Source: an optimization exercise on an open RTL-to-GDS flow (aim: small area). Production flows keep margins and buffers that such runs may drop. For this run, only the layout was checked, not whether the RTL still works. Power and IR drop assume default switching activity.

==> design/flow/design.v <==
`timescale 1ns / 1ps
package mde_pkg;
    localparam int INT_W   = 10;
    localparam int DEN_W   = 20;
    localparam int SCALE_W = 7;
    localparam int Q_W     = DEN_W + SCALE_W;
    localparam int SUM_W   = Q_W + 1;
    localparam int P1_W    = 18;
    localparam int DIV_STEPS = Q_W;
    localparam logic REQ_PLL = 1'b0;
    localparam logic REQ_OUT = 1'b1;
    localparam logic [INT_W-1:0] PLL_A_MIN = 10'd15;
    localparam logic [INT_W-1:0] PLL_A_MAX = 10'd90;
    localparam logic [INT_W-1:0] OUT_A_MIN = 10'd8;
    localparam logic [INT_W-1:0] OUT_A_MAX = 10'd900;
    localparam logic [2:0] CLK_IDX_MAX    = 3'd5;
    localparam logic [2:0] TARGET_MS_BASE = 3'd2;
    localparam logic [2:0] TARGET_NONE    = 3'd0;
    localparam logic [SUM_W-1:0] P1_BASE = SUM_W'(512);
    localparam logic [SUM_W-1:0] P1_TOP  = SUM_W'(512 + (1 << P1_W) - 1);
    typedef struct packed {
        logic        req_type;
        logic        pll_select;
        logic [2:0]  clock_index;
        logic [9:0]  int_part;
        logic [19:0] numerator;
        logic [19:0] denominator;
        logic [7:0]  r_divider;
        logic [7:0]  phase;
    } t_mde_in;
    typedef struct packed {
        logic       ok;
        logic [2:0] target;
        logic [7:0] phase_out;
        logic [7:0] param_byte0;
        logic [7:0] param_byte1;
        logic [7:0] param_byte2;
        logic [7:0] param_byte3;
        logic [7:0] param_byte4;
        logic [7:0] param_byte5;
        logic [7:0] param_byte6;
        logic [7:0] param_byte7;
    } t_mde_out;
    typedef struct packed {
        logic             ok;
        logic [2:0]       target;
        logic [7:0]       phase_out;
        logic [2:0]       r_code;
        logic [INT_W-1:0] int_part;
        logic [DEN_W-1:0] den;
        logic [DEN_W-1:0] rem;
        logic [Q_W-1:0]   dq;
    } t_div_stage;
endpackage
`timescale 1ns / 1ps
`timescale 1ns / 1ps
import mde_pkg::*;
module multisynth_divider_encoder
(
    input  logic        i_clk,
    input  logic        i_rst_n,
    input  logic        i_valid,
    input  logic [70:0] i_data,     
    output logic        o_stall,
    output logic        o_valid,
    output logic [75:0] o_data,     
    input  logic        i_stall
);
    mde_pkg::t_mde_in req;
    assign req = mde_pkg::t_mde_in'(i_data);
    logic en;
    logic vld_out;
    assign en      = ~(vld_out & i_stall);
    assign o_stall = ~en;
    logic [2:0] d_rc;
    logic       d_onehot;
    logic       d_aok_pll, d_aok_out, d_ok;
    logic       d_big;
    logic [2:0] d_tgt;
    logic [7:0] d_ph;
    logic [2:0] d_renc;
    assign d_renc[0] = req.r_divider[1] | req.r_divider[3] | req.r_divider[5] | req.r_divider[7];
    assign d_renc[1] = req.r_divider[2] | req.r_divider[3] | req.r_divider[6] | req.r_divider[7];
    assign d_renc[2] = req.r_divider[4] | req.r_divider[5] | req.r_divider[6] | req.r_divider[7];
    assign d_rc = req.req_type ? d_renc : 3'd0;
    assign d_onehot  = $onehot(req.r_divider);
    assign d_aok_pll = (req.int_part >= PLL_A_MIN) && (req.int_part <= PLL_A_MAX);
    assign d_aok_out = (req.int_part >= OUT_A_MIN) && (req.int_part <= OUT_A_MAX);
    assign d_big = (req.denominator[19:9] == 11'd0) && (req.numerator[19:11] >= req.denominator[8:0]);
    always_comb begin
        if (req.req_type == REQ_PLL) begin
            d_tgt = {2'b00, req.pll_select};
            d_ok  = d_aok_pll;
        end else if (req.clock_index <= CLK_IDX_MAX) begin
            d_tgt = req.clock_index + TARGET_MS_BASE;
            d_ok  = d_aok_out & d_onehot;
        end else begin
            d_tgt = TARGET_NONE;
            d_ok  = 1'b0;
        end
    end
    assign d_ph = req.req_type ? req.phase : 8'd0;
    logic [10:0] t0_d;
    logic        t0_ge;
    logic [19:0] t0_x;
    assign t0_d  = {1'b0, req.numerator[19:10]} - {1'b0, req.denominator[9:0]};
    assign t0_ge = ~t0_d[10] & (req.denominator[19:10] == 10'd0);
    assign t0_x  = {t0_ge ? t0_d[9:0] : req.numerator[19:10], req.numerator[9:0]};
    logic [11:0] t1_d;
    logic        t1_ge;
    logic [19:0] t1_x;
    assign t1_d  = {1'b0, t0_x[19:9]} - {1'b0, req.denominator[10:0]};
    assign t1_ge = ~t1_d[11] & (req.denominator[19:11] == 9'd0);
    assign t1_x  = {t1_ge ? t1_d[10:0] : t0_x[19:9], t0_x[8:0]};
    logic [12:0] t2_d;
    logic        t2_ge;
    logic [19:0] t2_x;
    assign t2_d  = {1'b0, t1_x[19:8]} - {1'b0, req.denominator[11:0]};
    assign t2_ge = ~t2_d[12] & (req.denominator[19:12] == 8'd0);
    assign t2_x  = {t2_ge ? t2_d[11:0] : t1_x[19:8], t1_x[7:0]};
    logic r3_vld;
    logic [0:0] r3_ok;
    logic [2:0] r3_tgt;
    logic [7:0] r3_ph;
    logic [2:0] r3_rc;
    logic [19:0] r3_c;
    logic [19:0] r3_x;
    logic [9:0] r3_a;
    logic [17:15] r3_q;
    always_ff @(posedge i_clk) begin
        if (!i_rst_n) begin
            r3_vld <= 1'b0;
        end else if (en) begin
            r3_vld <= i_valid;
        end
    end
    always_ff @(posedge i_clk) begin
        if (en) begin
            r3_ok <= d_ok & ~d_big;
            r3_tgt <= d_tgt;
            r3_ph <= d_ph;
            r3_rc <= d_rc;
            r3_c <= req.denominator;
            r3_x <= t2_x;
            r3_a <= req.int_part;
            r3_q <= {{t0_ge, t1_ge}, t2_ge};
        end
    end
    logic [13:0] t3_d;
    logic        t3_ge;
    logic [19:0] t3_x;
    assign t3_d  = {1'b0, r3_x[19:7]} - {1'b0, r3_c[12:0]};
    assign t3_ge = ~t3_d[13] & (r3_c[19:13] == 7'd0);
    assign t3_x  = {t3_ge ? t3_d[12:0] : r3_x[19:7], r3_x[6:0]};
    logic [14:0] t4_d;
    logic        t4_ge;
    logic [19:0] t4_x;
    assign t4_d  = {1'b0, t3_x[19:6]} - {1'b0, r3_c[13:0]};
    assign t4_ge = ~t4_d[14] & (r3_c[19:14] == 6'd0);
    assign t4_x  = {t4_ge ? t4_d[13:0] : t3_x[19:6], t3_x[5:0]};
    logic [15:0] t5_d;
    logic        t5_ge;
    logic [19:0] t5_x;
    assign t5_d  = {1'b0, t4_x[19:5]} - {1'b0, r3_c[14:0]};
    assign t5_ge = ~t5_d[15] & (r3_c[19:15] == 5'd0);
    assign t5_x  = {t5_ge ? t5_d[14:0] : t4_x[19:5], t4_x[4:0]};
    logic r6_vld;
    logic [0:0] r6_ok;
    logic [2:0] r6_tgt;
    logic [7:0] r6_ph;
    logic [2:0] r6_rc;
    logic [19:0] r6_c;
    logic [19:0] r6_x;
    logic [9:0] r6_a;
    logic [17:12] r6_q;
    always_ff @(posedge i_clk) begin
        if (!i_rst_n) begin
            r6_vld <= 1'b0;
        end else if (en) begin
            r6_vld <= r3_vld;
        end
    end
    always_ff @(posedge i_clk) begin
        if (en) begin
            r6_ok <= r3_ok;
            r6_tgt <= r3_tgt;
            r6_ph <= r3_ph;
            r6_rc <= r3_rc;
            r6_c <= r3_c;
            r6_x <= t5_x;
            r6_a <= r3_a;
            r6_q <= {{{r3_q, t3_ge}, t4_ge}, t5_ge};
        end
    end
    logic [16:0] t6_d;
    logic        t6_ge;
    logic [19:0] t6_x;
    assign t6_d  = {1'b0, r6_x[19:4]} - {1'b0, r6_c[15:0]};
    assign t6_ge = ~t6_d[16] & (r6_c[19:16] == 4'd0);
    assign t6_x  = {t6_ge ? t6_d[15:0] : r6_x[19:4], r6_x[3:0]};
    logic [17:0] t7_d;
    logic        t7_ge;
    logic [19:0] t7_x;
    assign t7_d  = {1'b0, t6_x[19:3]} - {1'b0, r6_c[16:0]};
    assign t7_ge = ~t7_d[17] & (r6_c[19:17] == 3'd0);
    assign t7_x  = {t7_ge ? t7_d[16:0] : t6_x[19:3], t6_x[2:0]};
    logic [18:0] t8_d;
    logic        t8_ge;
    logic [19:0] t8_x;
    assign t8_d  = {1'b0, t7_x[19:2]} - {1'b0, r6_c[17:0]};
    assign t8_ge = ~t8_d[18] & (r6_c[19:18] == 2'd0);
    assign t8_x  = {t8_ge ? t8_d[17:0] : t7_x[19:2], t7_x[1:0]};
    logic r9_vld;
    logic [0:0] r9_ok;
    logic [2:0] r9_tgt;
    logic [7:0] r9_ph;
    logic [2:0] r9_rc;
    logic [19:0] r9_c;
    logic [19:0] r9_x;
    logic [9:0] r9_a;
    logic [17:9] r9_q;
    always_ff @(posedge i_clk) begin
        if (!i_rst_n) begin
            r9_vld <= 1'b0;
        end else if (en) begin
            r9_vld <= r6_vld;
        end
    end
    always_ff @(posedge i_clk) begin
        if (en) begin
            r9_ok <= r6_ok;
            r9_tgt <= r6_tgt;
            r9_ph <= r6_ph;
            r9_rc <= r6_rc;
            r9_c <= r6_c;
            r9_x <= t8_x;
            r9_a <= r6_a;
            r9_q <= {{{r6_q, t6_ge}, t7_ge}, t8_ge};
        end
    end
    logic [19:0] t9_d;
    logic        t9_ge;
    logic [19:0] t9_x;
    assign t9_d  = {1'b0, r9_x[19:1]} - {1'b0, r9_c[18:0]};
    assign t9_ge = ~t9_d[19] & (r9_c[19:19] == 1'd0);
    assign t9_x  = {t9_ge ? t9_d[18:0] : r9_x[19:1], r9_x[0:0]};
    logic [20:0] t10_d;
    logic        t10_ge;
    logic [19:0] t10_x;
    assign t10_d  = {1'b0, t9_x[19:0]} - {1'b0, r9_c[19:0]};
    assign t10_ge = ~t10_d[20];
    assign t10_x  = t10_ge ? t10_d[19:0] : t9_x;
    logic [21:0] t11_d;
    logic        t11_ge;
    logic [19:0] t11_x;
    assign t11_d  = {1'b0, t10_x, 1'b0} - {2'b00, r9_c};
    assign t11_ge = ~t11_d[21];
    assign t11_x  = t11_ge ? t11_d[19:0] : {t10_x[18:0], 1'b0};
    logic r12_vld;
    logic [0:0] r12_ok;
    logic [2:0] r12_tgt;
    logic [7:0] r12_ph;
    logic [2:0] r12_rc;
    logic [19:0] r12_c;
    logic [19:0] r12_x;
    logic [9:0] r12_a;
    logic [17:6] r12_q;
    always_ff @(posedge i_clk) begin
        if (!i_rst_n) begin
            r12_vld <= 1'b0;
        end else if (en) begin
            r12_vld <= r9_vld;
        end
    end
    always_ff @(posedge i_clk) begin
        if (en) begin
            r12_ok <= r9_ok;
            r12_tgt <= r9_tgt;
            r12_ph <= r9_ph;
            r12_rc <= r9_rc;
            r12_c <= r9_c;
            r12_x <= t11_x;
            r12_a <= r9_a;
            r12_q <= {{{r9_q, t9_ge}, t10_ge}, t11_ge};
        end
    end
    logic [11:0] f_hi;
    assign f_hi = 12'(r12_a) + 12'(r12_q[17:7]) - 12'd4;
    logic [21:0] t12_d;
    logic        t12_ge;
    logic [19:0] t12_x;
    assign t12_d  = {1'b0, r12_x, 1'b0} - {2'b00, r12_c};
    assign t12_ge = ~t12_d[21];
    assign t12_x  = t12_ge ? t12_d[19:0] : {r12_x[18:0], 1'b0};
    logic [21:0] t13_d;
    logic        t13_ge;
    logic [19:0] t13_x;
    assign t13_d  = {1'b0, t12_x, 1'b0} - {2'b00, r12_c};
    assign t13_ge = ~t13_d[21];
    assign t13_x  = t13_ge ? t13_d[19:0] : {t12_x[18:0], 1'b0};
    logic r14_vld;
    logic [0:0] r14_ok;
    logic [2:0] r14_tgt;
    logic [7:0] r14_ph;
    logic [2:0] r14_rc;
    logic [19:0] r14_c;
    logic [19:0] r14_x;
    logic [10:0] r14_hi;
    logic [6:4] r14_q;
    always_ff @(posedge i_clk) begin
        if (!i_rst_n) begin
            r14_vld <= 1'b0;
        end else if (en) begin
            r14_vld <= r12_vld;
        end
    end
    always_ff @(posedge i_clk) begin
        if (en) begin
            r14_ok <= (r12_ok & ~f_hi[11]);
            r14_tgt <= r12_tgt;
            r14_ph <= r12_ph;
            r14_rc <= r12_rc;
            r14_c <= r12_c;
            r14_x <= t13_x;
            r14_hi <= f_hi[10:0];
            r14_q <= {{r12_q[6:6], t12_ge}, t13_ge};
        end
    end
    logic [21:0] t14_d;
    logic        t14_ge;
    logic [19:0] t14_x;
    assign t14_d  = {1'b0, r14_x, 1'b0} - {2'b00, r14_c};
    assign t14_ge = ~t14_d[21];
    assign t14_x  = t14_ge ? t14_d[19:0] : {r14_x[18:0], 1'b0};
    logic [21:0] t15_d;
    logic        t15_ge;
    logic [19:0] t15_x;
    assign t15_d  = {1'b0, t14_x, 1'b0} - {2'b00, r14_c};
    assign t15_ge = ~t15_d[21];
    assign t15_x  = t15_ge ? t15_d[19:0] : {t14_x[18:0], 1'b0};
    logic r16_vld;
    logic [0:0] r16_ok;
    logic [2:0] r16_tgt;
    logic [7:0] r16_ph;
    logic [2:0] r16_rc;
    logic [19:0] r16_c;
    logic [19:0] r16_x;
    logic [10:0] r16_hi;
    logic [6:2] r16_q;
    always_ff @(posedge i_clk) begin
        if (!i_rst_n) begin
            r16_vld <= 1'b0;
        end else if (en) begin
            r16_vld <= r14_vld;
        end
    end
    always_ff @(posedge i_clk) begin
        if (en) begin
            r16_ok <= r14_ok;
            r16_tgt <= r14_tgt;
            r16_ph <= r14_ph;
            r16_rc <= r14_rc;
            r16_c <= r14_c;
            r16_x <= t15_x;
            r16_hi <= r14_hi;
            r16_q <= {{r14_q, t14_ge}, t15_ge};
        end
    end
    logic [21:0] t16_d;
    logic        t16_ge;
    logic [19:0] t16_x;
    assign t16_d  = {1'b0, r16_x, 1'b0} - {2'b00, r16_c};
    assign t16_ge = ~t16_d[21];
    assign t16_x  = t16_ge ? t16_d[19:0] : {r16_x[18:0], 1'b0};
    logic [21:0] t17_d;
    logic        t17_ge;
    logic [19:0] t17_x;
    assign t17_d  = {1'b0, t16_x, 1'b0} - {2'b00, r16_c};
    assign t17_ge = ~t17_d[21];
    assign t17_x  = t17_ge ? t17_d[19:0] : {t16_x[18:0], 1'b0};
    logic r18_vld;
    logic [0:0] r18_ok;
    logic [2:0] r18_tgt;
    logic [7:0] r18_ph;
    logic [2:0] r18_rc;
    logic [19:0] r18_c;
    logic [19:0] r18_x;
    logic [10:0] r18_hi;
    logic [6:0] r18_q;
    always_ff @(posedge i_clk) begin
        if (!i_rst_n) begin
            r18_vld <= 1'b0;
        end else if (en) begin
            r18_vld <= r16_vld;
        end
    end
    always_ff @(posedge i_clk) begin
        if (en) begin
            r18_ok <= r16_ok;
            r18_tgt <= r16_tgt;
            r18_ph <= r16_ph;
            r18_rc <= r16_rc;
            r18_c <= r16_c;
            r18_x <= t17_x;
            r18_hi <= r16_hi;
            r18_q <= {{r16_q, t16_ge}, t17_ge};
        end
    end
    logic        o_ok;
    logic [17:0] o_p1;
    logic [19:0] o_p2, o_p3;
    logic [63:0] o_bytes;
    assign vld_out = r18_vld;
    assign o_ok = r18_ok;
    assign o_p1 = {r18_hi, r18_q};
    assign o_p2 = r18_x;
    assign o_p3 = r18_c;
    assign o_bytes = {o_p3[15:8], o_p3[7:0], 1'b0, r18_rc, 2'b00, o_p1[17:16], o_p1[15:8], o_p1[7:0],
                      o_p3[19:16], o_p2[19:16], o_p2[15:8], o_p2[7:0]};
    assign o_valid = vld_out;
    assign o_data  = {o_ok, r18_tgt, r18_ph, o_ok ? o_bytes : 64'd0};
endmodule
==> design/flow/run.sh <==
#!/bin/bash
# synth_recipe.tcl (not shown) runs the flow's synth.tcl, then flattens the netlist and writes it again
# the make line also repeats each setting of config.mk as NAME=value (left out here)
make -C /OpenROAD-flow-scripts/flow DESIGN_CONFIG=/design/flow/config.mk WORK_HOME=/design/flow/orfs CLKGATE_MAP_FILE= SYNTH_SCRIPT=/design/flow/synth_recipe.tcl finish
==> design/flow/config.mk <==
export PLATFORM = sky130hd
export DESIGN_NAME = multisynth_divider_encoder
export DESIGN_NICKNAME = multisynth_divider_encoder
export VERILOG_FILES = /design/flow/design.v
export SDC_FILE = /design/flow/constraint.sdc
export NUM_CORES = 4
export LEC_CHECK = 0
export ABC_AREA = 1
export CAP_MARGIN = 20
export CORE_MARGIN = 2
export CORE_UTILIZATION = 50
export GPL_TIMING_DRIVEN = 0
export SLEW_MARGIN = 20
==> design/flow/constraint.sdc <==
create_clock -name core_clock -period 5.0 [get_ports {i_clk}]
set_input_delay 1.0000 -clock core_clock [delete_from_list [all_inputs] [get_ports {i_clk}]]
set_output_delay 1.0000 -clock core_clock [all_outputs]
set_load 0.01 [all_outputs]
==> run notes <==
vias in the first global route 31,900; reg2reg end r9_x[15]; EDFF count, synth a little over 500; post-route setup TNS -18,270 ps; Post-synth top flop edfxtp_1; share of the synthesized area in the top cell type 0.404; FF+latch count, synth 510; layout check failures negative setup slack; worst-margin pin slew a little under 800 ps; Worst IR Drop VDD 0.000300 V; Post-Syn Area 37,400 um2; DRT Pass-1 Iters 6; Synth top cells by count 1,217 x nand2_1, 614 x inv_1, 503 x edfxtp_1, 332 x ha_1, 326 x a21oi_1; final-report max-slew violation count 0; hold path depth 0; port bufs 148; Slowest Stage Delay on Critical Path around 470 ps; max_cap viols 0; Min-Delay Startpoint r9_a[2]; post-synthesis cell count around 4,500; WL per Instance 18.5 um; pre-CTS setup slack -1710 ps; Reg-to-Reg Start r6_x[4]; critical path endpoint category register; Unique masters post-synth 60; Setup WS post-layout -621 ps; Die Y ~280 um; reg2reg setup slack -620 ps; vias per cell 5.44; CTS tree built; path type of the worst min-delay path register to register; # rows 100; Post-DP HPWL 80,700 um; Tot GR Track Use 0.282; Hold Path Sink r12_a[2]; clock latency on the worst-skew pair 650 ps; Detail Route Antenna Nets 0; Placed Cells between 5,000 and 6,000; RSZ-0062 raised after global routing yes; nets 5,515; share of cells above drive strength 1 0.247; critical path class register to register; minimum clock period 5620 ps; Core ar. 74,200 um2; Slew HR 0.474; pwr/cell area 555 nW/um2; Peak Freq roughly 0.18 GHz; gpl congestion 0.959; fill count 5,997; Fin Clk Skew 39.8 ps; DRC 0; Worst-path clk slew 60 ps; GRT overflow 0; total number of yosys warnings 1; Clock Tree Buf Depth 3; first-pass GRT wire length 172,000 um; CTS Buf Count 57; outcome complete, but fails checks; top cells by area, synth edfxtp_1 40%, nand2_1 12%, ha_1 11%, inv_1 6.2%, a21oi_1 4.4%; Crit path max-delay family simple AND/OR/NAND/NOR gates; count leader, synth nand2_1; IO Pins 153; critical path's slowest cell edfxtp_1; final hold vios 0; largest net degree at the start of global routing just over 100; CP most frequent cell nand2_2; Leak Pwr between 20 and 25 nW; final WL roughly 110,000 um; WP data required ~5400 ps; Die X 277 um; Synth area leader edfxtp_1; DRT iter0 DRCs 2,546; Initial Util 0.503; reg2reg path depth 37; Syn Area/Cell 8.26 um2; Finished Layout Cells 6,106; Synth async-reset ratio 0; Area growth, synth to finish 32.0%; setup violation total in the final timing report 51; Bufs and invs on worst path 11; Root Buffer clkbuf_16; Seq/Total Area, Yosys 0.408; Critical Path AT between 5000 and 6000 ps; final clock period utilization by the worst path 1.12; antenna violations before repair 1; htree depth 2; vias post-DR 33,200; Max FO, Critical Path 8; hold_buf cts 0; startpoint types register; clock sinks 510; die area 76,900 um2
[repair_timing]
action                                  4_1_cts  5_1_grt
gates cloned                                 22        1
endpoints found under the setup margin       75       88
pin swaps                                   204      160
resized for setup                           698      349
setup buffers                               255       75
[cell usage in the layout, fill, tap and decap left out, drive strengths merged, types with 38 or more instances in the layout]
master and instances:
a21oi 329, and2 38, buf 411, clkbuf 92, clkdlybuf4s50 120, edfxtp 503
ha 332, inv 625, nand2 1247, nand3 301, nand4 57, nor2 245
nor3 45, o21ai 285, xnor2 110, xor2 112
[worst register-to-register path: cells and delay by family, from the launching register on]
family / cells / cell delay (ps)
AO/OA/AOI/OAI: 5 / 810
adder cells (fa/ha/maj): 4 / 1100
buffers and inverters: 11 / 1170
flip-flops: 1 / 470
AND/OR/NAND/NOR: 17 / 1830
[metal layers]
| metal | global-route usage | wire [um] | up-vias |
|---|---|---|---|
| li1 | - | - | 16400 |
| met1 | 0.370 | 48100 | 15500 |
| met2 | 0.480 | 54300 | 1072 |
| met3 | 0.0265 | 5840 | 305 |
| met4 | 0.113 | 4770 | 0 |
| met5 | 0 | 0 | - |
[area by class of cell]
type	count	area [um2]	share of cell area
tap	969	1210	0.0246
timing repair buffer	504	4580	0.0930
buffer	65	689	0.0140
sequential	510	15200	0.309
multi-input combinational	3319	23200	0.471
clock inverter	40	359	0.00728
timing repair inverter	1	7.51	0.000152
clock buffer	67	1490	0.0301
antenna	1	2.50	0.0000508
inverter	630	2500	0.0507
[power breakdown]
part | switching, W | total [W] | leakage [nW] | internal (W)
logic | 0.0101 | 0.0168 | 16.1 | 0.00676
registers | 0.000420 | 0.00640 | 5.53 | 0.00598
clock network | 0.00177 | 0.00412 | 0.908 | 0.00234
total | 0.0123 | 0.0273 | 22.6 | 0.0151
[metrics by stage]
stage	util	total power (W)	hold WS, ps	area (um2)
floorplan	-	0.0169	400	37600
global placement	0.543	0.0202	400	40300
detailed placement	0.545	0.0203	405	40400
CTS	0.639	0.0264	383	47400
global route	0.664	0.0294	398	49300
finish	0.664	0.0273	393	49300
[cells by family after synthesis]
family          count (synthesis)  synth area share
fa+ha+maj                     352             0.122
simple gates                 2003             0.235
other cells                     1          0.000100
xor+xnor                      222            0.0521
flops                         510             0.408
buf+inv                       696            0.0748
compound gates                739             0.108
[state kept, by name (all words and copies together) (netlist names), 12 cells and up]
signal	count
r9_c	20
r6_c	20
r16_c	20
r16_x	20
r3_x	20
r18_c	20
r3_c	20
r6_x	20
r12_c	20
r14_c	20
r12_q	12
r9_x	20
r18_x	20
r12_x	20
r14_x	20
[worst max-delay path by stage]
stage,startpoint,endpoint,slack [ps],depth (start not counted)
3_5_place_dp,r6_c[0],r9_x[17],-1710,36
4_1_cts,r6_x[4],r9_x[15],-480,35
5_1_grt,r6_c[7],r9_x[17],-900,32
3_3_place_gp,i_stall,o_stall,-1980,4
2_1_floorplan,i_data[21],r3_x[8],9,30
6_report,r6_x[4],r9_x[15],-620,37

==> static timing again, ports no longer ideal <==
The results above use ideal ports. As a check the final layout listed here was re-extracted and re-timed, cells and wires unchanged.
Step 1 sets driving cells, clkbuf_16 on the clock port and buf_2 on the other inputs (assumed; they add their load-dependent delay and slew).
Step 2 moves the port delays by t, midway between the first and last clock arrival at a register: inputs arrive t later, outputs are due t later. That takes back most of the time a late clock gives input paths.
a / b / c = no drivers / after step 1 / after step 2; a / b = the first two.
t (ns): 0.697
setup slack, ns: -0.621 / -0.621 / -0.621
worst hold slack (ns): 0.393 / 0.393 / 0.393
latest minus earliest clock arrival (ns): 0.040 / 0.040
worst register clock-pin slew, ns: 0.06 / 0.06
The setup slack of this run moves by 0.000 ns with the drivers and by 0.000 ns with both steps.
